This design comes from an exercise in tuning for small area, a short achievable clock period and few clock cycles per item on the open sky130 flow, not from production work. Only simulation tests tie the RTL to the original design; equivalence was not proved. Power figures rest on the tool's default switching activity, not on a simulated workload.

### flow/run.sh
#!/bin/bash
# synth_recipe.tcl (not shown) runs the flow's synth.tcl, then flattens the netlist and writes it again
# the make line also repeats each setting of config.mk as NAME=value (left out here)
make -C /OpenROAD-flow-scripts/flow DESIGN_CONFIG=/design/flow/config.mk WORK_HOME=/design/flow/orfs CLKGATE_MAP_FILE= SYNTH_SCRIPT=/design/flow/synth_recipe.tcl finish
### flow/config.mk
export PLATFORM = sky130hd
export DESIGN_NAME = gnss_satellite_table_builder_top
export DESIGN_NICKNAME = gnss_satellite_table_builder_top
export VERILOG_FILES = /design/flow/design.v
export SDC_FILE = /design/flow/constraint.sdc
export NUM_CORES = 4
export LEC_CHECK = 0
export CAP_MARGIN = 20
export CORE_MARGIN = 2
export CORE_UTILIZATION = 65
export CTS_CLUSTER_DIAMETER = 80
export CTS_CLUSTER_SIZE = 25
export PLACE_DENSITY = 0.75
export SETUP_SLACK_MARGIN = 3.0
export SLEW_MARGIN = 20
### flow/constraint.sdc
create_clock -name core_clock -period 5.5 [get_ports {clk}]
set_input_delay 1.1000 -clock core_clock [delete_from_list [all_inputs] [get_ports {clk}]]
set_output_delay 1.1000 -clock core_clock [all_outputs]
set_load 0.01 [all_outputs]
### flow/design.v
`timescale 1ns / 1ps
package gstb_pkg;
	localparam int unsigned MAX_SATS_DEF = 32;
	localparam int unsigned IN_TDATA_W  = 64;
	localparam int unsigned OUT_TDATA_W = 56;
	localparam int unsigned COUNT_W     = 6;
	localparam logic [1:0] CMD_VISIBLE = 2'd0;
	localparam logic [1:0] CMD_USED    = 2'd1;
	localparam logic [1:0] CMD_COMMIT  = 2'd2;
	localparam logic [7:0] CONST_GPS     = 8'd0;
	localparam logic [7:0] CONST_GALILEO = 8'd2;
	localparam logic [7:0] CONST_BEIDOU  = 8'd3;
	localparam logic [7:0] CONST_QZSS    = 8'd5;
	localparam logic [7:0] CONST_GLONASS = 8'd6;
	localparam logic [7:0] CONST_UNKNOWN = 8'd255;
	localparam logic [2:0] BAND_NONE = 3'd0;
	localparam logic [2:0] BAND_L1   = 3'd1;
	localparam logic [2:0] BAND_L2   = 3'd2;
	localparam logic [2:0] BAND_L5   = 3'd5;
	localparam logic signed [7:0] ELEV_NONE = -8'sd128;
	localparam logic signed [9:0] AZIM_NONE = -10'sd1;
	localparam int unsigned USED_KEY_W = 16;
	localparam int unsigned VIS_CELL_W = 46;
	localparam int unsigned VIS_CTRL_W = 18;
	typedef struct packed {
		logic [7:0] constellation;
		logic [7:0] sat;
	} used_key_t;
	typedef struct packed {
		logic [7:0]        constellation;
		logic [7:0]        sat;
		logic [6:0]        cn0;
		logic [2:0]        band;
		logic signed [7:0] elev;
		logic signed [9:0] azim;
		logic              healthy;
	} vis_entry_t;
	typedef struct packed {
		vis_entry_t entry;
		logic       used;
	} vis_cell_t;
	typedef struct packed {
		logic      shift;
		logic      mark;
		used_key_t mark_key;
	} vis_ctrl_t;
	typedef struct packed {
		logic [1:0]        cmd;
		logic [7:0]        talker_first;
		logic [7:0]        talker_second;
		logic [7:0]        signal_id;
		logic [7:0]        sat;
		logic signed [7:0] snr;
		logic [6:0]        elevation;
		logic [8:0]        azimuth;
		logic [3:0]        sys_code;
	} item_t;
	function automatic logic [7:0] talker_to_const(input logic [7:0] a, input logic [7:0] b);
		logic [7:0] c;
		c = CONST_UNKNOWN;
		if (a == "G") begin
			case (b)
				"P": c = CONST_GPS;
				"L": c = CONST_GLONASS;
				"A": c = CONST_GALILEO;
				"B": c = CONST_BEIDOU;
				"Q": c = CONST_QZSS;
				default: c = CONST_UNKNOWN;
			endcase
		end else if (a == "B" && b == "D") begin
			c = CONST_BEIDOU;
		end else if (a == "Q" && b == "Z") begin
			c = CONST_QZSS;
		end
		talker_to_const = c;
	endfunction
	function automatic logic [7:0] system_to_const(input logic [3:0] s);
		logic [7:0] c;
		case (s)
			4'd1: c = CONST_GPS;
			4'd2: c = CONST_GLONASS;
			4'd3: c = CONST_GALILEO;
			4'd4: c = CONST_BEIDOU;
			4'd5: c = CONST_QZSS;
			default: c = CONST_UNKNOWN;
		endcase
		system_to_const = c;
	endfunction
	function automatic logic [2:0] band_of(input logic [7:0] c, input logic [7:0] s);
		logic [2:0] b;
		b = BAND_NONE;
		case (c)
			CONST_GPS: begin
				if (s == 8'd0) b = BAND_L1;
				else if (s == 8'd3 || s == 8'd4) b = BAND_L2;
				else if (s == 8'd6 || s == 8'd7) b = BAND_L5;
			end
			CONST_GALILEO: begin
				if (s <= 8'd1) b = BAND_L1;
				else if (s >= 8'd3 && s <= 8'd6) b = BAND_L5;
			end
			CONST_BEIDOU: begin
				if (s <= 8'd1) b = BAND_L1;
				else if (s == 8'd2 || s == 8'd3) b = BAND_L2;
				else if (s == 8'd5 || s == 8'd7) b = BAND_L5;
			end
			CONST_QZSS: begin
				if (s <= 8'd1) b = BAND_L1;
				else if (s == 8'd4 || s == 8'd5) b = BAND_L2;
				else if (s == 8'd8 || s == 8'd9) b = BAND_L5;
			end
			CONST_GLONASS: begin
				if (s == 8'd0) b = BAND_L1;
				else if (s == 8'd2) b = BAND_L2;
			end
			default: b = BAND_NONE;
		endcase
		band_of = b;
	endfunction
endpackage
`timescale 1ns / 1ps
module gstb_used_cell (
	input  logic                clk,
	input  logic                wr_en,
	input  logic [gstb_pkg::USED_KEY_W-1:0] wr_key,
	input  logic                valid,
	input  logic [gstb_pkg::USED_KEY_W-1:0] probe,
	output logic                hit
);
	logic [gstb_pkg::USED_KEY_W-1:0] key_q;
	always_ff @(posedge clk) begin
		if (wr_en) begin
			key_q <= wr_key;
		end
	end
	assign hit = valid && (key_q == probe);
endmodule
`timescale 1ns / 1ps
module gstb_vis_cell (
	input  logic              clk,
	input  logic              wr_en,
	input  logic [gstb_pkg::VIS_CELL_W-1:0] wr_data,
	input  logic [gstb_pkg::VIS_CTRL_W-1:0] ctrl_bits,
	input  logic [gstb_pkg::VIS_CELL_W-1:0] nb_in,
	output logic [gstb_pkg::VIS_CELL_W-1:0] data
);
	gstb_pkg::vis_cell_t cell_q;
	gstb_pkg::vis_ctrl_t ctrl;
	logic      key_hit;
	assign ctrl = ctrl_bits;
	assign key_hit = (cell_q.entry.constellation == ctrl.mark_key.constellation) &&
		(cell_q.entry.sat == ctrl.mark_key.sat);
	always_ff @(posedge clk) begin
		if (wr_en) begin
			cell_q <= wr_data;
		end else if (ctrl.shift) begin
			cell_q <= nb_in;
		end else if (ctrl.mark && key_hit) begin
			cell_q.used <= 1'b1;
		end
	end
	assign data = cell_q;
endmodule
`timescale 1ns / 1ps
module gnss_satellite_table_builder_top #(
	parameter int unsigned MAX_SATS = gstb_pkg::MAX_SATS_DEF
) (
	input  logic                                clk,
	input  logic                                arst_n,
	input  logic                                s_tvalid,
	output logic                                s_tready,
	input  logic [gstb_pkg::IN_TDATA_W-1:0]     s_tdata,
	input  logic [1:0]                          s_tuser,
	output logic                                m_tvalid,
	input  logic                                m_tready,
	output logic [gstb_pkg::OUT_TDATA_W-1:0]    m_tdata,
	output logic                                m_tuser,
	output logic                                m_tlast
);
	localparam int unsigned PW = $clog2(MAX_SATS);    
	localparam int unsigned CW = PW + 1;              
	localparam int unsigned EW = 36;                  
	localparam int unsigned KW = 11;                  
	logic [7:0] ta, tb, sig, sat, snr;
	logic [3:0] sys;
	logic [2:0] vcode;
	logic [1:0] vband;
	logic [2:0] ucode;
	logic       uknown;
	logic       satnz;
	logic [6:0] cn0;
	assign ta  = s_tdata[7:0];
	assign tb  = s_tdata[15:8];
	assign sig = s_tdata[23:16];
	assign sat = s_tdata[31:24];
	assign snr = s_tdata[39:32];
	assign sys = s_tdata[59:56];
	always_comb begin
		vcode = 3'd7;
		if (ta == "G") begin
			case (tb)
				"P": vcode = 3'd0;
				"L": vcode = 3'd6;
				"A": vcode = 3'd2;
				"B": vcode = 3'd3;
				"Q": vcode = 3'd5;
				default: vcode = 3'd7;
			endcase
		end else if (ta == "B" && tb == "D") begin
			vcode = 3'd3;
		end else if (ta == "Q" && tb == "Z") begin
			vcode = 3'd5;
		end
	end
	always_comb begin
		vband = 2'd0;
		case (vcode)
			3'd0: begin
				if (sig == 8'd0) vband = 2'd1;
				else if (sig == 8'd3 || sig == 8'd4) vband = 2'd2;
				else if (sig == 8'd6 || sig == 8'd7) vband = 2'd3;
			end
			3'd2: begin
				if (sig <= 8'd1) vband = 2'd1;
				else if (sig >= 8'd3 && sig <= 8'd6) vband = 2'd3;
			end
			3'd3: begin
				if (sig <= 8'd1) vband = 2'd1;
				else if (sig == 8'd2 || sig == 8'd3) vband = 2'd2;
				else if (sig == 8'd5 || sig == 8'd7) vband = 2'd3;
			end
			3'd5: begin
				if (sig <= 8'd1) vband = 2'd1;
				else if (sig == 8'd4 || sig == 8'd5) vband = 2'd2;
				else if (sig == 8'd8 || sig == 8'd9) vband = 2'd3;
			end
			3'd6: begin
				if (sig == 8'd0) vband = 2'd1;
				else if (sig == 8'd2) vband = 2'd2;
			end
			default: vband = 2'd0;
		endcase
	end
	always_comb begin
		uknown = 1'b1;
		ucode  = 3'd7;
		case (sys)
			4'd1: ucode = 3'd0;
			4'd2: ucode = 3'd6;
			4'd3: ucode = 3'd2;
			4'd4: ucode = 3'd3;
			4'd5: ucode = 3'd5;
			default: uknown = 1'b0;
		endcase
	end
	assign satnz = (sat != 8'd0);
	assign cn0   = snr[7] ? 7'd0 : snr[6:0];
	logic           rdy_q;
	logic           in_v_q;
	logic           f_vis_q;        
	logic           f_used_q;       
	logic           f_cmt_q;        
	logic [EW-1:0]  in_e_q;         
	always_ff @(posedge clk) begin
		if (rdy_q) begin
			f_vis_q  <= (s_tuser == gstb_pkg::CMD_VISIBLE) && satnz;
			f_used_q <= (s_tuser == gstb_pkg::CMD_USED) && satnz && uknown;
			f_cmt_q  <= (s_tuser == gstb_pkg::CMD_COMMIT);
			in_e_q   <= {s_tuser[0] ? ucode : vcode, sat, cn0, vband, s_tdata[46:40], s_tdata[55:47]};
		end
	end
	logic [EW-1:0]  vmem [MAX_SATS];
	logic [PW-1:0]  vhead_q, vtail_q;
	logic [CW-1:0]  vocc_q;
	logic [KW-1:0]  ukey [MAX_SATS];
	logic [1:0]     utag_q [MAX_SATS];
	logic [MAX_SATS-1:0] uval_q;
	logic [PW-1:0]  uwp_q;
	logic           ufull_q;        
	logic [CW-1:0]  cur_vcnt_q;
	logic [CW-1:0]  cur_ucnt_q;
	logic [1:0]     cur_tag_q;
	logic           rd_act_q;
	logic           rd_mark_q;
	logic [CW-1:0]  rd_rem_q;
	logic [CW-1:0]  rd_cnt_q;
	logic [1:0]     rd_tag_q;
	logic           pd_v_q;
	logic [CW-1:0]  pd_cnt_q;
	logic [1:0]     pd_tag_q;
	logic           h_v_q;
	logic [EW-1:0]  h_e_q;
	logic           h_mark_q;
	logic           h_last_q;
	logic [1:0]     h_tag_q;
	logic [CW-1:0]  h_cnt_q;
	logic           o_v_q;
	logic [2:0]     o_code_q;
	logic           o_unk_q;
	logic           o_unk2_q;       
	logic [7:0]     o_sat_q;
	logic [6:0]     o_cn0_q;
	logic [2:0]     o_band_q;
	logic [6:0]     o_el_q;
	logic [8:0]     o_az_q;
	logic           o_nr_q;
	logic           o_sol_q;
	logic           o_hl_q;
	logic [5:0]     o_cnt_q;
	logic           o_user_q;
	logic           o_last_q;
	logic is_vis, is_used, is_cmt;
	logic blocked, consume;
	logic vwr, uwr, cmt;
	assign is_vis  = in_v_q && f_vis_q && !cur_vcnt_q[PW];
	assign is_used = in_v_q && f_used_q && !cur_ucnt_q[PW];
	assign is_cmt  = in_v_q && f_cmt_q;
	assign blocked = (is_vis && vocc_q[PW]) || (is_used && ufull_q) ||
		(is_cmt && rd_act_q && pd_v_q);
	assign consume = in_v_q && !blocked;
	assign vwr = is_vis && !vocc_q[PW];
	assign uwr = is_used && !ufull_q;
	assign cmt = is_cmt && !(rd_act_q && pd_v_q);
	logic       in_v_nx;
	logic [1:0] cmd_nx;
	logic       vis_ok_nx, used_ok_nx, cmt_ok_nx;
	logic [PW-1:0] uwp1;
	assign s_tready = rdy_q;
	assign in_v_nx = rdy_q ? s_tvalid : (in_v_q && !consume);
	assign cmd_nx  = rdy_q ? s_tuser : {f_cmt_q, f_used_q};
	assign uwp1    = uwp_q + 1'b1;
	assign vis_ok_nx  = !vocc_q[PW] && !((vocc_q[PW-1:0] == '1) && vwr);
	assign used_ok_nx = !uval_q[uwp1];
	assign cmt_ok_nx  = !pd_v_q && !(is_cmt && rd_act_q);
	always_ff @(posedge clk or negedge arst_n) begin
		if (!arst_n) begin
			rdy_q  <= 1'b0;
			in_v_q <= 1'b0;
		end else begin
			in_v_q <= in_v_nx;
			rdy_q  <= !in_v_nx ||
				(cmd_nx == gstb_pkg::CMD_VISIBLE && vis_ok_nx) ||
				(cmd_nx == gstb_pkg::CMD_USED && used_ok_nx) ||
				(cmd_nx == gstb_pkg::CMD_COMMIT && cmt_ok_nx) ||
				(cmd_nx == 2'd3);
		end
	end
	logic h_adv, o_adv, rd_fire, rd_pop, rd_done;
	assign o_adv   = !o_v_q || m_tready;
	assign h_adv   = !h_v_q || o_adv;
	assign rd_fire = rd_act_q && h_adv;
	assign rd_pop  = rd_fire && !rd_mark_q;
	assign rd_done = rd_fire && (rd_mark_q || rd_rem_q == CW'(1));
	always_ff @(posedge clk) begin
		if (vwr) vmem[vtail_q] <= in_e_q;
	end
	always_ff @(posedge clk) begin
		if (uwr) ukey[uwp_q] <= in_e_q[EW-1 -: KW];
	end
	logic       free_q;
	logic [1:0] free_tag_q;
	always_ff @(posedge clk or negedge arst_n) begin
		if (!arst_n) begin
			free_q <= 1'b0;
		end else begin
			free_q <= o_adv && h_v_q && h_last_q;
		end
	end
	always_ff @(posedge clk) begin
		free_tag_q <= h_tag_q;
	end
	always_ff @(posedge clk or negedge arst_n) begin
		if (!arst_n) begin
			uval_q <= '0;
		end else begin
			for (int j = 0; j < MAX_SATS; j++) begin
				if (uwr && uwp_q == PW'(j)) uval_q[j] <= 1'b1;
				else if (free_q && utag_q[j] == free_tag_q) uval_q[j] <= 1'b0;
			end
		end
	end
	always_ff @(posedge clk) begin
		for (int j = 0; j < MAX_SATS; j++) begin
			if (uwr && uwp_q == PW'(j)) utag_q[j] <= cur_tag_q;
		end
	end
	always_ff @(posedge clk or negedge arst_n) begin
		if (!arst_n) begin
			vhead_q    <= '0;
			vtail_q    <= '0;
			vocc_q     <= '0;
			uwp_q      <= '0;
			ufull_q    <= 1'b0;
			cur_vcnt_q <= '0;
			cur_ucnt_q <= '0;
			cur_tag_q  <= 2'd0;
			rd_act_q   <= 1'b0;
			pd_v_q     <= 1'b0;
		end else begin
			if (vwr) vtail_q <= vtail_q + 1'b1;
			vhead_q <= vhead_nx;
			vocc_q <= vocc_q + CW'(vwr) - CW'(rd_pop);
			if (uwr) uwp_q <= uwp_q + 1'b1;
			ufull_q <= uwr ? uval_q[uwp1] : uval_q[uwp_q];
			if (cmt) begin
				cur_vcnt_q <= '0;
				cur_ucnt_q <= '0;
				cur_tag_q  <= cur_tag_q + 1'b1;
			end else begin
				if (vwr) cur_vcnt_q <= cur_vcnt_q + 1'b1;
				if (uwr) cur_ucnt_q <= cur_ucnt_q + 1'b1;
			end
			if (!rd_act_q || rd_done) begin
				rd_act_q <= pd_v_q || cmt;
				pd_v_q   <= pd_v_q && cmt;
			end else if (cmt) begin
				pd_v_q   <= 1'b1;
			end
		end
	end
	logic rd_load;
	logic pd_load;
	logic [CW-1:0] rd_src_cnt;
	logic [1:0]    rd_src_tag;
	assign rd_load    = (!rd_act_q || rd_done) && (pd_v_q || cmt);
	assign pd_load    = cmt && !((!rd_act_q || rd_done) && !pd_v_q);
	assign rd_src_cnt = pd_v_q ? pd_cnt_q : cur_vcnt_q;
	assign rd_src_tag = pd_v_q ? pd_tag_q : cur_tag_q;
	always_ff @(posedge clk) begin
		if (rd_load) begin
			rd_mark_q <= (rd_src_cnt == '0);
			rd_rem_q  <= rd_src_cnt;
			rd_cnt_q  <= rd_src_cnt;
			rd_tag_q  <= rd_src_tag;
		end else if (rd_pop) begin
			rd_rem_q  <= rd_rem_q - 1'b1;
		end
		if (pd_load) begin
			pd_cnt_q <= cur_vcnt_q;
			pd_tag_q <= cur_tag_q;
		end
	end
	always_ff @(posedge clk or negedge arst_n) begin
		if (!arst_n) begin
			h_v_q <= 1'b0;
		end else if (h_adv) begin
			h_v_q <= rd_act_q;
		end
	end
	logic [MAX_SATS-1:0] vsel_q;
	logic [PW-1:0]       vhead_nx;
	logic [EW-1:0]       vrd;
	assign vhead_nx = rd_pop ? vhead_q + 1'b1 : vhead_q;
	always_ff @(posedge clk) begin
		for (int i = 0; i < MAX_SATS; i++) begin
			vsel_q[i] <= (vhead_nx == PW'(i));
		end
	end
	always_comb begin
		vrd = '0;
		for (int i = 0; i < MAX_SATS; i++) begin
			vrd = vrd | ({EW{vsel_q[i]}} & vmem[i]);
		end
	end
	always_ff @(posedge clk) begin
		if (rd_fire) begin
			h_e_q    <= rd_mark_q ? {3'd7, 33'd0} : vrd;
			h_mark_q <= rd_mark_q;
			h_last_q <= rd_mark_q || (rd_rem_q == CW'(1));
			h_tag_q  <= rd_tag_q;
			h_cnt_q  <= rd_cnt_q;
		end
	end
	logic [2:0] h_code;
	logic [7:0] h_sat;
	logic [6:0] h_cn0;
	logic [1:0] h_band;
	logic [6:0] h_el;
	logic [8:0] h_az;
	logic       h_nr;
	logic [MAX_SATS-1:0] hit;
	assign {h_code, h_sat, h_cn0, h_band, h_el, h_az} = h_e_q;
	assign h_nr = (h_el == 7'd0) && (h_az == 9'd0);
	for (genvar j = 0; j < MAX_SATS; j++) begin : g_hit
		assign hit[j] = uval_q[j] && (utag_q[j] == h_tag_q) && (ukey[j] == {h_code, h_sat});
	end
	always_ff @(posedge clk or negedge arst_n) begin
		if (!arst_n) begin
			o_v_q <= 1'b0;
		end else if (o_adv) begin
			o_v_q <= h_v_q;
		end
	end
	always_ff @(posedge clk) begin
		if (o_adv) o_unk2_q <= (h_code == 3'd7);
	end
	always_ff @(posedge clk) begin
		if (o_adv && h_v_q) begin
			o_code_q <= h_code;
			o_unk_q  <= (h_code == 3'd7);
			o_sat_q  <= h_sat;
			o_cn0_q  <= h_cn0;
			o_band_q <= {h_band == 2'd3, h_band == 2'd2, h_band[0]};
			o_el_q   <= h_el;
			o_az_q   <= h_az | {9{h_nr}};
			o_nr_q   <= h_nr;
			o_sol_q  <= |hit;
			o_hl_q   <= |h_cn0;
			o_cnt_q  <= 6'(h_cnt_q);
			o_user_q <= h_mark_q;
			o_last_q <= h_last_q;
		end
	end
	assign m_tvalid = o_v_q;
	assign m_tdata  = {4'd0, o_cnt_q, o_hl_q, o_sol_q, o_nr_q, o_az_q, o_nr_q, o_el_q,
		o_band_q, o_cn0_q, o_sat_q, {2{o_unk2_q}}, {3{o_unk_q}}, o_code_q};
	assign m_tuser  = o_user_q;
	assign m_tlast  = o_last_q;
endmodule
==> summary.txt, run 1 <==
Power
  – Pwr Density: between 400 and 500 nW/um^2
  – NetSw: 0.0107 W
  – Logic pwr share: 0.252
  – Clock share of power: 0.212
  – Cell-internal power: ~0.023 W
  – Sequential share of power: 0.536
  – Leakage: 24.4 nW
  – VDD IR max: approximately 0.00043 V
  – Switch share: 0.319

Detailed routing
  – Post-route DRC: 0
  – Via density: between 7 and 8
  – Metal-1 WL: between 60000 and 70000 um
  – DR WL/cell: 35.1 um
  – Detail Route met3 WL: about 24000 um
  – Highest metal used: met4
  – Drt first pass iters: 6
  – Met2 routed WL: ~96000 um
  – ANT nets after route: 0
  – DR vias: a little over 40000
  – Initial detailed-routing violation count: a little over 6000
  – Total Wirelength: between 200000 and 250000 um

Yosys
  – Complex-gate fraction of the synthesized area: 0.0756
  – Post-synth EDFFs: ~1700
  – Yosys Warn Count: 2
  – Post-synthesis mux area share: 0.00896
  – Seq/Total Area, Yosys: 0.777
  – Fraction of registers with async set/reset: 0.0409
  – Mapped Avg Cell Area: 17.4 um^2
  – Netlist cell types: between 60 and 70
  – Simple logic cell fraction of the synthesized area: 0.0534
  – Synthesized cell area: between 60000 and 70000 um^2
  – Cells after Synth: 4027
  – Largest family of logic cells by synthesized area: compound AO/OA/AOI/OAI gates
  – Yosys reg bits: roughly 1800
  – Post-synthesis adder-cell area fraction: 0.00436
  – Post-Synth XOR/XNOR Area: 0.0641
  – Synth Flop Type: edfxtp_1

Clocking
  – H-tree levels: 3
  – Clock tree from TritonCTS: done
  – Post-CTS Hold Buffers: 0
  – TritonCTS Buffers: 85
  – CTS root buffer: clkbuf_16
  – Clk sink count: about 1800
  – Max clock buf depth: 3
  – Clk latency of the worst-skew pair: between 0.7 and 0.8 ns
  – Worst-path clk slew: 0.10 ns

Min path
  – WHS Path Cells: 0
  – Worst Hold Class: reg -> reg
  – Hold endpoint: o_cnt_q[2]
  – Hold Startpoint: h_cnt_q[2]

Setup path
  – RR Startpoint: vsel_q[6]
  – Critical Path Start: vsel_q[6]
  – CP Max Fanout: 26
  – Kind of critical path: reg -> reg
  – R2R cell count: 5
  – Critical Path End Type: register
  – CP required: ~5.9 ns
  – Worst Path Arrival: a little over 3 ns
  – CP Launch Type: register
  – Reg2reg end: h_e_q[11]
  – Reg2Reg Setup Slack: roughly 2.9 ns

Timing
  – Fmax: 384 MHz
  – Clock Skews: about 0.044 ns
  – Slew Viols, Final: 0
  – Rel. slew slack: 0.225
  – Final min period: ~2.6 ns
  – TNS Setup: 0 ns
  – Final critical-path share of the clock period: 0.473
  – RSZ-0062 raised after global routing: yes
  – Final setup vio count: 0
  – Worst-Margin Slew: roughly 1.2 ns
  – Final Hold Fails: 0

Finish
  – Design area: 77200 um^2
  – FILL cells: approximately 6500
  – Area grow syn2layout: 10.4%
  – Layout cell share with drive strength beyond 1: 0.124
  – Fin nets: around 4300

Global route
  – Largest net degree at the start of global routing: 65
  – Vias in the first global route: 39100
  – First-pass GRT wire length: roughly 280000 um
  – GRT Overall Usage: 0.362
  – Initial antenna violation count: 2
  – Total grt overflow: 0

Placement
  – DP Area: ~73000 um^2
  – # port buffers: about 120
  – Hpwl dp: between 100000 and 150000 um
  – GP Congestion: 0.853

Flow run
  – Maxcap violations: 0

Floorplan
  – DIE HEIGHT: around 330 um
  – Num ports: 130
  – Initial Util: 0.655
  – Die Footprint: 110000 um^2
  – Row count: 120
  – Core area: about 110000 um^2
  – Die Wd: roughly 330 um

Status
  – Status: complete, no violations
## per-stage QoR
step	instances	utilization	setup slack [ns]	total power (W)	hold slack, ns
2_1_floorplan	4030	-	2.44	0.0227	0.346
3_3_place_gp	5460	0.687	1.79	0.0260	0.401
3_5_place_dp	5462	0.687	1.78	0.0262	0.405
4_1_cts	5703	0.722	2.92	0.0333	0.427
5_1_grt	5707	0.722	2.97	0.0345	0.435
6_report	5708	0.722	2.90	0.0336	0.428
## critical path: stages, from the launching register on
cell	delay (ns)
dfxtp_2	0.67
buf_4	0.63
a221oi_1	0.25
nand4_1	0.22
nor3_1	0.07
nor2_1	0.49
## registers in the layout (all words and copies together) (netlist names), 7 cells and up
signal,count
o_el_q,7
o_sat_q,8
o_cn0_q,7
utag_q,64
ukey,352
in_e_q,36
vsel_q,32
o_az_q,9
h_e_q,36
vmem,1152
uval_q,32
## routing by layer
metal  up-vias  track usage
li1      16300            -
met2      3149        0.585
met1     20500        0.471
met5         -            0
met4         0        0.201
met3       687       0.0666
## worst max path at each step
stage	to	slack, ns	depth (start not counted)
after global placement	vocc_q[4]	1.79	12
final	h_e_q[11]	2.90	5
after floorplan	vmem[31][0]	2.44	5
after global routing	s_tready	2.97	2
after CTS	m_tdata[4]	2.92	2
after detailed placement	vocc_q[4]	1.78	12
## cell type report
cell class / count / area (um^2) / area share
Multi-Input combinational cell: 1928 / 15100 / 0.195
Inverter: 36 / 135 / 0.00175
Clock buffer: 130 / 2320 / 0.0300
Sequential cell: 1835 / 54500 / 0.705
Timing Repair Buffer: 366 / 3370 / 0.0436
Tap cell: 1403 / 1760 / 0.0227
Clock inverter: 9 / 130 / 0.00168
Antenna cell: 1 / 2.50 / 0.0000324
## kinds of logic after synthesis
kind of cell,Yosys count
flops,1835
simple gates,687
compound gates,661
xor+xnor,512
buf+inv,270
mux,37
fa+ha+maj,24
other cells,1
## cell usage in the layout, fill, tap and decap left out, drive strengths merged, types with 34 or more instances in the layout
cell type	Yosys	routed
clkbuf	155	140
clkdlybuf4s15	0	35
nor2	137	140
and2	64	64
dfrtp	75	75
a221oi	147	147
nand3	50	50
xnor2	499	499
clkdlybuf4s50	0	51
nand2	63	63
dfxtp	34	34
nand4	214	214
edfxtp	1726	1726
a22oi	276	276
nor4	50	50
buf	79	250
a21o	37	37
a22o	148	148
nor3	45	45
inv	36	41
## Yosys cell counts (all sizes together) (12+ instances only)
cell    count  share of area
edfxtp   1726           0.74
xnor2     499          0.062
a22oi     276          0.030
nand4     214          0.019
clkbuf    155         0.0083
a22o      148          0.019
a221oi    147          0.018
nor2      137         0.0073
buf        79         0.0060
dfrtp      75          0.027
and2       64         0.0057
nand2      63         0.0034
nand3      50         0.0036
nor4       50         0.0046
nor3       45         0.0032
a21o       37         0.0040
inv        36         0.0019
dfxtp      34         0.0097
ha         22         0.0039
mux4       20         0.0064
nand2b     16         0.0014
a21oi      15         0.0011
o21ai      13        0.00093
xor2       13         0.0016
mux2i      12         0.0017
nor2b      12         0.0011
## what timing repair did
item	in CTS	in global routing
pin swaps	40	11
gates resized for setup	203	65
buffers inserted	99	4
endpoints found under the setup margin	1631	238
cloned	3	0
## power groups by stage
stage | combinational (W) | clock, W | sequential, W
2_1_floorplan | 0.00501 | 0 | 0.0177
3_3_place_gp | 0.00765 | 0 | 0.0184
3_5_place_dp | 0.00780 | 0 | 0.0184
6_report | 0.00845 | 0.00712 | 0.0180
4_1_cts | 0.00825 | 0.00713 | 0.0179
5_1_grt | 0.00884 | 0.00759 | 0.0181
Testbench counts, summed over its fixed seeds: cycles 16,356, items 16,018.
==> inputs of run 2 (changes only) <==
--- a/flow/design.v
+++ b/flow/design.v
@@ -465,5 +465,5 @@
 	always_ff @(posedge clk) begin
 		if (rd_fire) begin
-			h_e_q    <= rd_mark_q ? {3'd7, 33'd0} : vrd;
+			h_e_q    <= vrd;
 			h_mark_q <= rd_mark_q;
 			h_last_q <= rd_mark_q || (rd_rem_q == CW'(1));
@@ -481,5 +481,5 @@
 	logic [MAX_SATS-1:0] hit;
 	assign {h_code, h_sat, h_cn0, h_band, h_el, h_az} = h_e_q;
-	assign h_nr = (h_el == 7'd0) && (h_az == 9'd0);
+	assign h_nr = ((h_el == 7'd0) && (h_az == 9'd0)) || h_mark_q;
 	for (genvar j = 0; j < MAX_SATS; j++) begin : g_hit
 		assign hit[j] = uval_q[j] && (utag_q[j] == h_tag_q) && (ukey[j] == {h_code, h_sat});
@@ -492,19 +492,21 @@
 		end
 	end
+	logic h_unk;
+	assign h_unk = (h_code == 3'd7) || h_mark_q;
 	always_ff @(posedge clk) begin
-		if (o_adv) o_unk2_q <= (h_code == 3'd7);
+		if (o_adv) o_unk2_q <= h_unk;
 	end
 	always_ff @(posedge clk) begin
 		if (o_adv && h_v_q) begin
-			o_code_q <= h_code;
-			o_unk_q  <= (h_code == 3'd7);
-			o_sat_q  <= h_sat;
-			o_cn0_q  <= h_cn0;
-			o_band_q <= {h_band == 2'd3, h_band == 2'd2, h_band[0]};
-			o_el_q   <= h_el;
+			o_code_q <= h_code | {3{h_mark_q}};
+			o_unk_q  <= h_unk;
+			o_sat_q  <= h_mark_q ? 8'd0 : h_sat;
+			o_cn0_q  <= h_mark_q ? 7'd0 : h_cn0;
+			o_band_q <= h_mark_q ? 3'd0 : {h_band == 2'd3, h_band == 2'd2, h_band[0]};
+			o_el_q   <= h_mark_q ? 7'd0 : h_el;
 			o_az_q   <= h_az | {9{h_nr}};
 			o_nr_q   <= h_nr;
-			o_sol_q  <= |hit;
-			o_hl_q   <= |h_cn0;
+			o_sol_q  <= (|hit) && !h_mark_q;
+			o_hl_q   <= (|h_cn0) && !h_mark_q;
 			o_cnt_q  <= 6'(h_cnt_q);
 			o_user_q <= h_mark_q;
==> run 2 against run 1 <==
Against the previous run: area after synthesis rose by 0.16%; critical endpoint is now s_tready; worst setup slack improved by 0.10 ns; largest cell class unchanged; still clean; maximum frequency rose by 4.2%; highest routed layer is now met5; die area rose by 0.16%.
==> summary.txt, run 2 <==
Status
  – Status: complete, no violations

Detailed routing
  – Detail Route met3 WL: roughly 24000 um
  – Post-route DRC: 0
  – Total Wirelength: approximately 200000 um
  – ANT nets after route: 0
  – DR vias: roughly 41000
  – Highest metal used: met5
  – Via density: 7.12
  – Met2 routed WL: 96900 um
  – Drt first pass iters: 6
  – Metal-1 WL: roughly 66000 um
  – DR WL/cell: 35.0 um
  – Initial detailed-routing violation count: roughly 6600

Setup path
  – Worst Path Arrival: about 1.4 ns
  – Critical Path End Type: primary output
  – Reg2Reg Setup Slack: ~3.0 ns
  – CP Max Fanout: 2
  – R2R cell count: 5
  – CP Launch Type: register
  – CP required: 4.40 ns
  – Reg2reg end: ukey[1][3]
  – Kind of critical path: reg -> out
  – RR Startpoint: uwp_q[1]

Floorplan
  – Die Footprint: approximately 110000 um^2
  – Core area: 107000 um^2
  – Die Wd: 332 um
  – Initial Util: 0.655
  – Num ports: 130
  – Row count: 120
  – DIE HEIGHT: roughly 330 um

Min path
  – Worst Hold Class: in -> async

Timing
  – Worst-Margin Slew: ~1.0 ns
  – Slew Viols, Final: 0
  – Final min period: between 2 and 2.5 ns
  – TNS Setup: 0 ns
  – Final setup vio count: 0
  – Final Hold Fails: 0
  – Clock Skews: approximately 0.041 ns
  – Rel. slew slack: 0.302
  – RSZ-0062 raised after global routing: yes
  – Final critical-path share of the clock period: 0.454
  – Fmax: ~400 MHz

Finish
  – Commonest non-fill, non-tap cell in the layout: edfxtp_1
  – Fin nets: approximately 4400
  – Most flops, register: vmem
  – Commonest cells after routing, fill and taps aside: edfxtp_1, xnor2_1, a22oi_1, nand4_1, buf_4
  – Max reg flops: roughly 1200
  – Layout cell share with drive strength beyond 1: 0.120
  – Biggest regs: vmem: 1152 flops, ukey: 352 flops, utag_q: 64 flops
  – Design area: 77300 um^2
  – FILL cells: 6472
  – Area grow syn2layout: 10.3%

Power
  – Sequential share of power: 0.531
  – NetSw: approximately 0.011 W
  – Switch share: 0.316
  – Logic pwr share: 0.258
  – VDD IR max: 0.000340 V
  – Pwr Density: around 440 nW/um^2
  – Cell-internal power: between 0.02 and 0.025 W
  – Clock share of power: 0.211
  – Leakage: around 24 nW

Clocking
  – Clk latency of the worst-skew pair: between 0.7 and 0.8 ns
  – TritonCTS Buffers: 84
  – Clk sink count: 1835
  – CTS root buffer: clkbuf_16
  – H-tree levels: 3
  – Max clock buf depth: 3
  – Clock tree from TritonCTS: done
  – Worst-path clk slew: roughly 0.090 ns
  – Post-CTS Hold Buffers: 0

Global route
  – First-pass GRT wire length: 279000 um
  – GRT Overall Usage: 0.358
  – Vias in the first global route: 39700
  – Total grt overflow: 0
  – Initial antenna violation count: 1
  – Largest net degree at the start of global routing: 65

Yosys
  – Yosys top cell area share: 0.740
  – Mapped Avg Cell Area: ~17 um^2
  – Yosys Warn Count: 2
  – Post-synth EDFFs: approximately 1700
  – Seq/Total Area, Yosys: 0.776
  – Area leader, netlist: edfxtp_1
  – Fraction of registers with async set/reset: 0.0409
  – Synth Flop Type: edfxtp_1
  – Synthesized cell area: 70100 um^2
  – Synth cell count leaders: edfxtp_1, xnor2_1, a22oi_1
  – Synth top area cells: edfxtp_1, xnor2_1, a22oi_1, dfrtp_1, nand4_1
  – Cells after Synth: a little over 4000
  – Netlist cell types: 65
  – Most frequent cell after synthesis: edfxtp_1
  – Yosys reg bits: 1835

Placement
  – Hpwl dp: roughly 100000 um
  – # port buffers: 121
  – DP Area: approximately 73000 um^2
  – GP Congestion: 0.820

Flow run
  – Maxcap violations: 0
-- run 2: cell count changes in the layout (fill, tap and decap cells not counted), moves of 20 or more --
cell           change
a22oi_1          +148
a22o_1            -72
a221oi_1          -71
nand3_1           +65
buf_4             -37
or4_1             +35
nand4_1           -32
and2_1            -31
dlygate4sd2_1     +21
nor2_1            -21
nor2b_1           +20
-- run 2: how the worst max path moves through the flow --
stage	startpoint	endpoint	slack, ns
2_1_floorplan	vtail_q[2]	vmem[7][0]	2.44
3_3_place_gp	s_tdata[9]	in_e_q[16]	1.77
3_5_place_dp	cur_vcnt_q[5]	vmem[31][20]	1.72
4_1_cts	rdy_q	s_tready	2.97
5_1_grt	uwp_q[3]	ukey[26][10]	2.93
6_report	rdy_q	s_tready	3.00
-- run 2: what timing repair did --
| item | in CTS | in global routing |
|---|---|---|
| pin swaps | 52 | 16 |
| gates resized for setup | 220 | 82 |
| gates cloned | 1 | 1 |
| setup endpoints to repair | 1607 | 211 |
| setup buffers | 82 | 14 |
-- run 2: power groups by stage --
| stage | combinational [W] | sequential [W] | clock (W) |
|---|---|---|---|
| 6_report | 0.00870 | 0.0179 | 0.00713 |
| 5_1_grt | 0.00911 | 0.0180 | 0.00758 |
| 4_1_cts | 0.00833 | 0.0179 | 0.00714 |
| 3_5_place_dp | 0.00799 | 0.0183 | 0 |
| 3_3_place_gp | 0.00779 | 0.0183 | 0 |
| 2_1_floorplan | 0.00511 | 0.0177 | 0 |
-- run 2: stage by stage --
stage	total power [W]	cells	setup WS (ns)	hold WS, ns	util
6_report	0.0338	5710	3.00	0.368	0.722
5_1_grt	0.0347	5707	2.93	0.404	0.722
4_1_cts	0.0333	5692	2.97	0.367	0.719
3_5_place_dp	0.0263	5480	1.72	0.405	0.687
3_3_place_gp	0.0261	5479	1.77	0.402	0.686
2_1_floorplan	0.0228	4065	2.44	0.346	-
-- run 2: cells by family (layout without fill, tap and decap cells) --
kind of cell | count (synthesis) | after routing | share of synthesized area
muxes | 41 | 41 | 0.00971
buffers and inverters | 270 | 509 | 0.0160
xor gates and xnor gates | 511 | 511 | 0.0644
AOI/OAI and AO/OA | 659 | 659 | 0.0724
and+or+nand+nor | 721 | 721 | 0.0571
other | 1 | 7 | 0.0000535
adders and majority gates | 24 | 24 | 0.00436
DFF | 1835 | 1835 | 0.776
-- run 2: worst max-delay path, stage by stage (launching register included) --
cell,delay (ns)
dfrtp_2,0.44
buf_12,0.15
buf_6,0.12
-- run 2: metal layers --
metal  vias up  track usage
met5         -            0
met4         2        0.177
met3       714       0.0627
met2      3044        0.594
met1     20500        0.463
li1      16400            -
-- run 2: area by class of cell --
class | count | area, um^2 | share of cell area
repair buffers | 343 | 3270 | 0.0423
clock inverters | 11 | 134 | 0.00173
flip-flops and latches | 1835 | 54400 | 0.704
clock buffers | 118 | 2270 | 0.0294
multi-input cells | 1960 | 15300 | 0.198
diodes | 3 | 7.51 | 0.0000971
well taps | 1403 | 1760 | 0.0227
inverters | 37 | 145 | 0.00188
Testbench counts of run 2, summed over its fixed seeds: cycles 16,356, items 16,018.
==> inputs of run 3 (changes only) <==
--- a/flow/design.v
+++ b/flow/design.v
@@ -335,15 +335,16 @@
 	always_ff @(posedge clk or negedge arst_n) begin
 		if (!arst_n) begin
-			rdy_q  <= 1'b0;
 			in_v_q <= 1'b0;
 		end else begin
 			in_v_q <= in_v_nx;
-			rdy_q  <= !in_v_nx ||
-				(cmd_nx == gstb_pkg::CMD_VISIBLE && vis_ok_nx) ||
-				(cmd_nx == gstb_pkg::CMD_USED && used_ok_nx) ||
-				(cmd_nx == gstb_pkg::CMD_COMMIT && cmt_ok_nx) ||
-				(cmd_nx == 2'd3);
 		end
 	end
+	always_ff @(posedge clk) begin
+		rdy_q <= !in_v_nx ||
+			(cmd_nx == gstb_pkg::CMD_VISIBLE && vis_ok_nx) ||
+			(cmd_nx == gstb_pkg::CMD_USED && used_ok_nx) ||
+			(cmd_nx == gstb_pkg::CMD_COMMIT && cmt_ok_nx) ||
+			(cmd_nx == 2'd3);
+	end
 	logic h_adv, o_adv, rd_fire, rd_pop, rd_done;
 	assign o_adv   = !o_v_q || m_tready;
@@ -355,6 +356,16 @@
 		if (vwr) vmem[vtail_q] <= in_e_q;
 	end
+	logic [MAX_SATS-1:0] usel_q;
+	logic [PW-1:0]       uwp_nx;
+	assign uwp_nx = uwr ? uwp1 : uwp_q;
+	always_ff @(posedge clk) begin
+		for (int j = 0; j < MAX_SATS; j++) begin
+			usel_q[j] <= (uwp_nx == PW'(j));
+		end
+	end
 	always_ff @(posedge clk) begin
-		if (uwr) ukey[uwp_q] <= in_e_q[EW-1 -: KW];
+		for (int j = 0; j < MAX_SATS; j++) begin
+			if (uwr && usel_q[j]) ukey[j] <= in_e_q[EW-1 -: KW];
+		end
 	end
 	logic       free_q;
@@ -375,5 +386,5 @@
 		end else begin
 			for (int j = 0; j < MAX_SATS; j++) begin
-				if (uwr && uwp_q == PW'(j)) uval_q[j] <= 1'b1;
+				if (uwr && usel_q[j]) uval_q[j] <= 1'b1;
 				else if (free_q && utag_q[j] == free_tag_q) uval_q[j] <= 1'b0;
 			end
@@ -382,5 +393,5 @@
 	always_ff @(posedge clk) begin
 		for (int j = 0; j < MAX_SATS; j++) begin
-			if (uwr && uwp_q == PW'(j)) utag_q[j] <= cur_tag_q;
+			if (uwr && usel_q[j]) utag_q[j] <= cur_tag_q;
 		end
 	end
@@ -401,5 +412,5 @@
 			vhead_q <= vhead_nx;
 			vocc_q <= vocc_q + CW'(vwr) - CW'(rd_pop);
-			if (uwr) uwp_q <= uwp_q + 1'b1;
+			uwp_q <= uwp_nx;
 			ufull_q <= uwr ? uval_q[uwp1] : uval_q[uwp_q];
 			if (cmt) begin
==> run 3 against run 2 <==
Against the previous run: still clean on timing, DRC and antenna; non-clock buffer count fell by 20; count of clock-buffer cells in the layout is 5 higher; total power grew 1.3%; synthesized cell count rose by 0.89%; final cell count grew 0.28%; maximum frequency decreased by 1.9%; register-to-register slack got worse by 0.04 ns; largest power group unchanged; hold slack worse by 0.028 ns; clock power rose by 0.6%.
==> summary.txt, run 3 <==
Yosys
  – Synthesized cell area: 70600 um^2
  – Synth Flop Type: edfxtp_1
  – Netlist cell types: 67
  – Yosys Warn Count: 3
  – Fraction of registers with async set/reset: 0.0396
  – Yosys reg bits: 1867
  – Yosys top cell area share: 0.734
  – Synth cell count leaders: edfxtp_1, xnor2_1, a22oi_1
  – Area leader, netlist: edfxtp_1
  – Cells after Synth: 4098
  – Mapped Avg Cell Area: 17.2 um^2
  – Synth top area cells: edfxtp_1, xnor2_1, a22oi_1, dfrtp_1, dfxtp_1
  – Post-synth EDFFs: between 1500 and 2000
  – Seq/Total Area, Yosys: 0.779
  – Most frequent cell after synthesis: edfxtp_1

Clocking
  – Worst-path clk slew: roughly 0.11 ns
  – Max clock buf depth: 3
  – H-tree levels: 3
  – CTS root buffer: clkbuf_16
  – TritonCTS Buffers: 85
  – Clk latency of the worst-skew pair: 0.73 ns
  – Post-CTS Hold Buffers: 0
  – Clock tree from TritonCTS: done
  – Clk sink count: roughly 1900

Detailed routing
  – ANT nets after route: 0
  – DR WL/cell: ~35 um
  – DR vias: 40700
  – Drt first pass iters: 6
  – Total Wirelength: ~200000 um
  – Post-route DRC: 0
  – Via density: a little over 7
  – Initial detailed-routing violation count: 6271

Placement
  – # port buffers: between 100 and 150
  – Hpwl dp: roughly 100000 um
  – GP Congestion: between 0.8 and 0.9

Power
  – Pwr Density: roughly 440 nW/um^2
  – VDD IR max: between 0.0003 and 0.0004 V
  – Leakage: about 25 nW

Floorplan
  – Row count: 120
  – DIE HEIGHT: roughly 330 um
  – Initial Util: 0.658
  – Core area: roughly 110000 um^2
  – Num ports: 130
  – Die Wd: approximately 330 um
  – Die Footprint: ~110000 um^2

Status
  – Status: complete, no violations

Setup path
  – Family with the most delay on the worst path: flip-flops
  – CP Max Fanout: 1
  – CP required: between 4 and 5 ns
  – Kind of critical path: reg -> out
  – CP Buf/Inv Count: 1
  – Slowest CP cell: edfxtp_1
  – CP Cell Sequence: buf_2
  – CP Launch Type: register
  – Worst Path Arrival: between 1 and 1.5 ns
  – Critical Path End Type: primary output
  – Slowest stage delay, CP: around 0.53 ns

Timing
  – Fmax: 393 MHz
  – Final setup vio count: 0
  – Clock Skews: between 0.03 and 0.04 ns
  – Worst-Margin Slew: ~1.2 ns
  – Final Hold Fails: 0
  – TNS Setup: 0 ns
  – Slew Viols, Final: 0
  – Final min period: roughly 2.5 ns
  – Worst Hold Margin: roughly 0.34 ns
  – Final critical-path share of the clock period: 0.463
  – Rel. slew slack: 0.222
  – RSZ-0062 raised after global routing: yes

Finish
  – Most flops, register: vmem
  – Max reg flops: approximately 1200
  – FILL cells: 6434
  – Biggest regs: vmem: 1152 flops, ukey: 352 flops, utag_q: 64 flops
  – Area grow syn2layout: 9.66%
  – Commonest non-fill, non-tap cell in the layout: edfxtp_1
  – Multi-input logic area: approximately 15000 um^2
  – Layout cell share with drive strength beyond 1: 0.113
  – Fin nets: roughly 4400
  – Register area: ~55000 um^2
  – Commonest cells after routing, fill and taps aside: edfxtp_1, xnor2_1, a22oi_1, nand4_1, buf_4

Flow run
  – Maxcap violations: 0

Global route
  – Vias in the first global route: 38500
  – Total grt overflow: 0
  – Initial antenna violation count: 5
  – Largest net degree at the start of global routing: 65
  – First-pass GRT wire length: about 280000 um
  – GRT Overall Usage: 0.361

Min path
  – Worst Hold Class: in -> async
[run 3: cell count changes after synthesis, moves of 5 or more]
cell / before / now
a22o_1: 77 / 72
a22oi_1: 424 / 433
and2_1: 22 / 33
dfxtp_1: 34 / 67
ha_1: 22 / 17
mux2i_1: 17 / 33
nand3_1: 117 / 125
nand4_1: 182 / 177
nor3_1: 24 / 10
nor4b_1: 9 / 1
[run 3: logic make-up (layout without fill, tap and decap cells)]
group | count (synthesis) | count (layout) | synth area share
xor gates and xnor gates | 515 | 515 | 0.0639
buffers and inverters | 270 | 488 | 0.0159
adders and majority gates | 19 | 19 | 0.00344
other | 1 | 6 | 0.0000531
and+or+nand+nor | 715 | 717 | 0.0557
muxes | 52 | 52 | 0.0101
AOI/OAI and AO/OA | 659 | 659 | 0.0719
DFF | 1867 | 1867 | 0.779
[run 3: final timing paths]
check	start	endpoint	slack (ns)	cells past startpoint
hold reg to reg	rd_cnt_q[5]	h_cnt_q[5]	0.43	0
setup / recovery	o_az_q[8]	m_tdata[42]	2.95	1
hold / removal	arst_n	vtail_q[4]	0.34	1
min in group core_clock	rd_cnt_q[5]	h_cnt_q[5]	0.43	0
setup reg to reg	vsel_q[1]	h_e_q[22]	2.98	5
max in group asynchronous	arst_n	uwp_q[1]	4.02	2
[run 3: power by group]
group / total, W / internal, W / switching [W] / leakage, nW
sequential: 0.0181 / 0.0171 / 0.00102 / 17.2
clock: 0.00717 / 0.00299 / 0.00418 / 1.17
combinational: 0.00889 / 0.00314 / 0.00575 / 6.18
total: 0.0342 / 0.0232 / 0.0109 / 24.5
[run 3: layer usage]
metal | track usage | share of wire
met1 | 0.489 | 0.35
met5 | 0 | 0.000045
met4 | 0.160 | 0.053
met3 | 0.0767 | 0.13
met2 | 0.573 | 0.47
[run 3: repair_timing]
action                                  4_1_cts  5_1_grt
gates resized for setup                     239       85
buffers inserted                             72        3
endpoints found under the setup margin     1590       79
cloned                                        4        0
pin swaps                                    43       15
[run 3: final cells by class]
type | count | share of cell area
Clock inverter | 7 | 0.00118
Timing Repair inverter | 1 | 0.0000646
Inverter | 34 | 0.00170
Antenna cell | 2 | 0.0000646
Sequential cell | 1867 | 0.711
Clock buffer | 123 | 0.0301
Multi-Input combinational cell | 1966 | 0.194
Tap cell | 1403 | 0.0227
Timing Repair Buffer | 323 | 0.0387
[run 3: per-stage QoR]
step            util  worst slack (ns)  power [W]  instance area (um^2)  cells
6_report       0.721              2.95     0.0342                 77500   5726
5_1_grt        0.721              2.94     0.0351                 77400   5724
4_1_cts        0.721              2.91     0.0338                 77400   5721
3_5_place_dp   0.689              1.82     0.0268                 74000   5515
3_3_place_gp   0.689              1.81     0.0266                 73900   5513
2_1_floorplan      -              2.45     0.0230                 70800   4101
Testbench counts of run 3, summed over its fixed seeds: cycles 16,356, items 16,018.

[what the ideal ports hide]
In the flow no input, the clock included, has a driving cell. The finished layouts below were timed again as built, in two steps. Step 1 (the two cells are an assumption about what drives the block):
set clk [get_ports {clk}]
set_driving_cell -lib_cell sky130_fd_sc_hd__clkbuf_16 $clk
set_driving_cell -lib_cell sky130_fd_sc_hd__buf_2 [delete_from_list [all_inputs] $clk]
Step 2 also shifts input and output timing later by t, the mid clock arrival at the registers, as if the neighbouring blocks saw the same clock. Slacks: ideal / step 1 / step 2; pairs: ideal / step 1.
run	t, ns	slack for setup (ns)	worst register clock-pin slew, ns
run 1	0.772	2.896 / 2.896 / 2.335	0.11 / 0.11
run 2	0.782	3.001 / 2.920 / 2.341	0.10 / 0.10
run 3	0.778	2.954 / 2.881 / 2.291	0.11 / 0.11
After both steps every run listed still meets setup and hold. For run 3, which loses most, drivers alone change the setup slack by -0.073 ns; drivers and shift together by -0.663 ns.
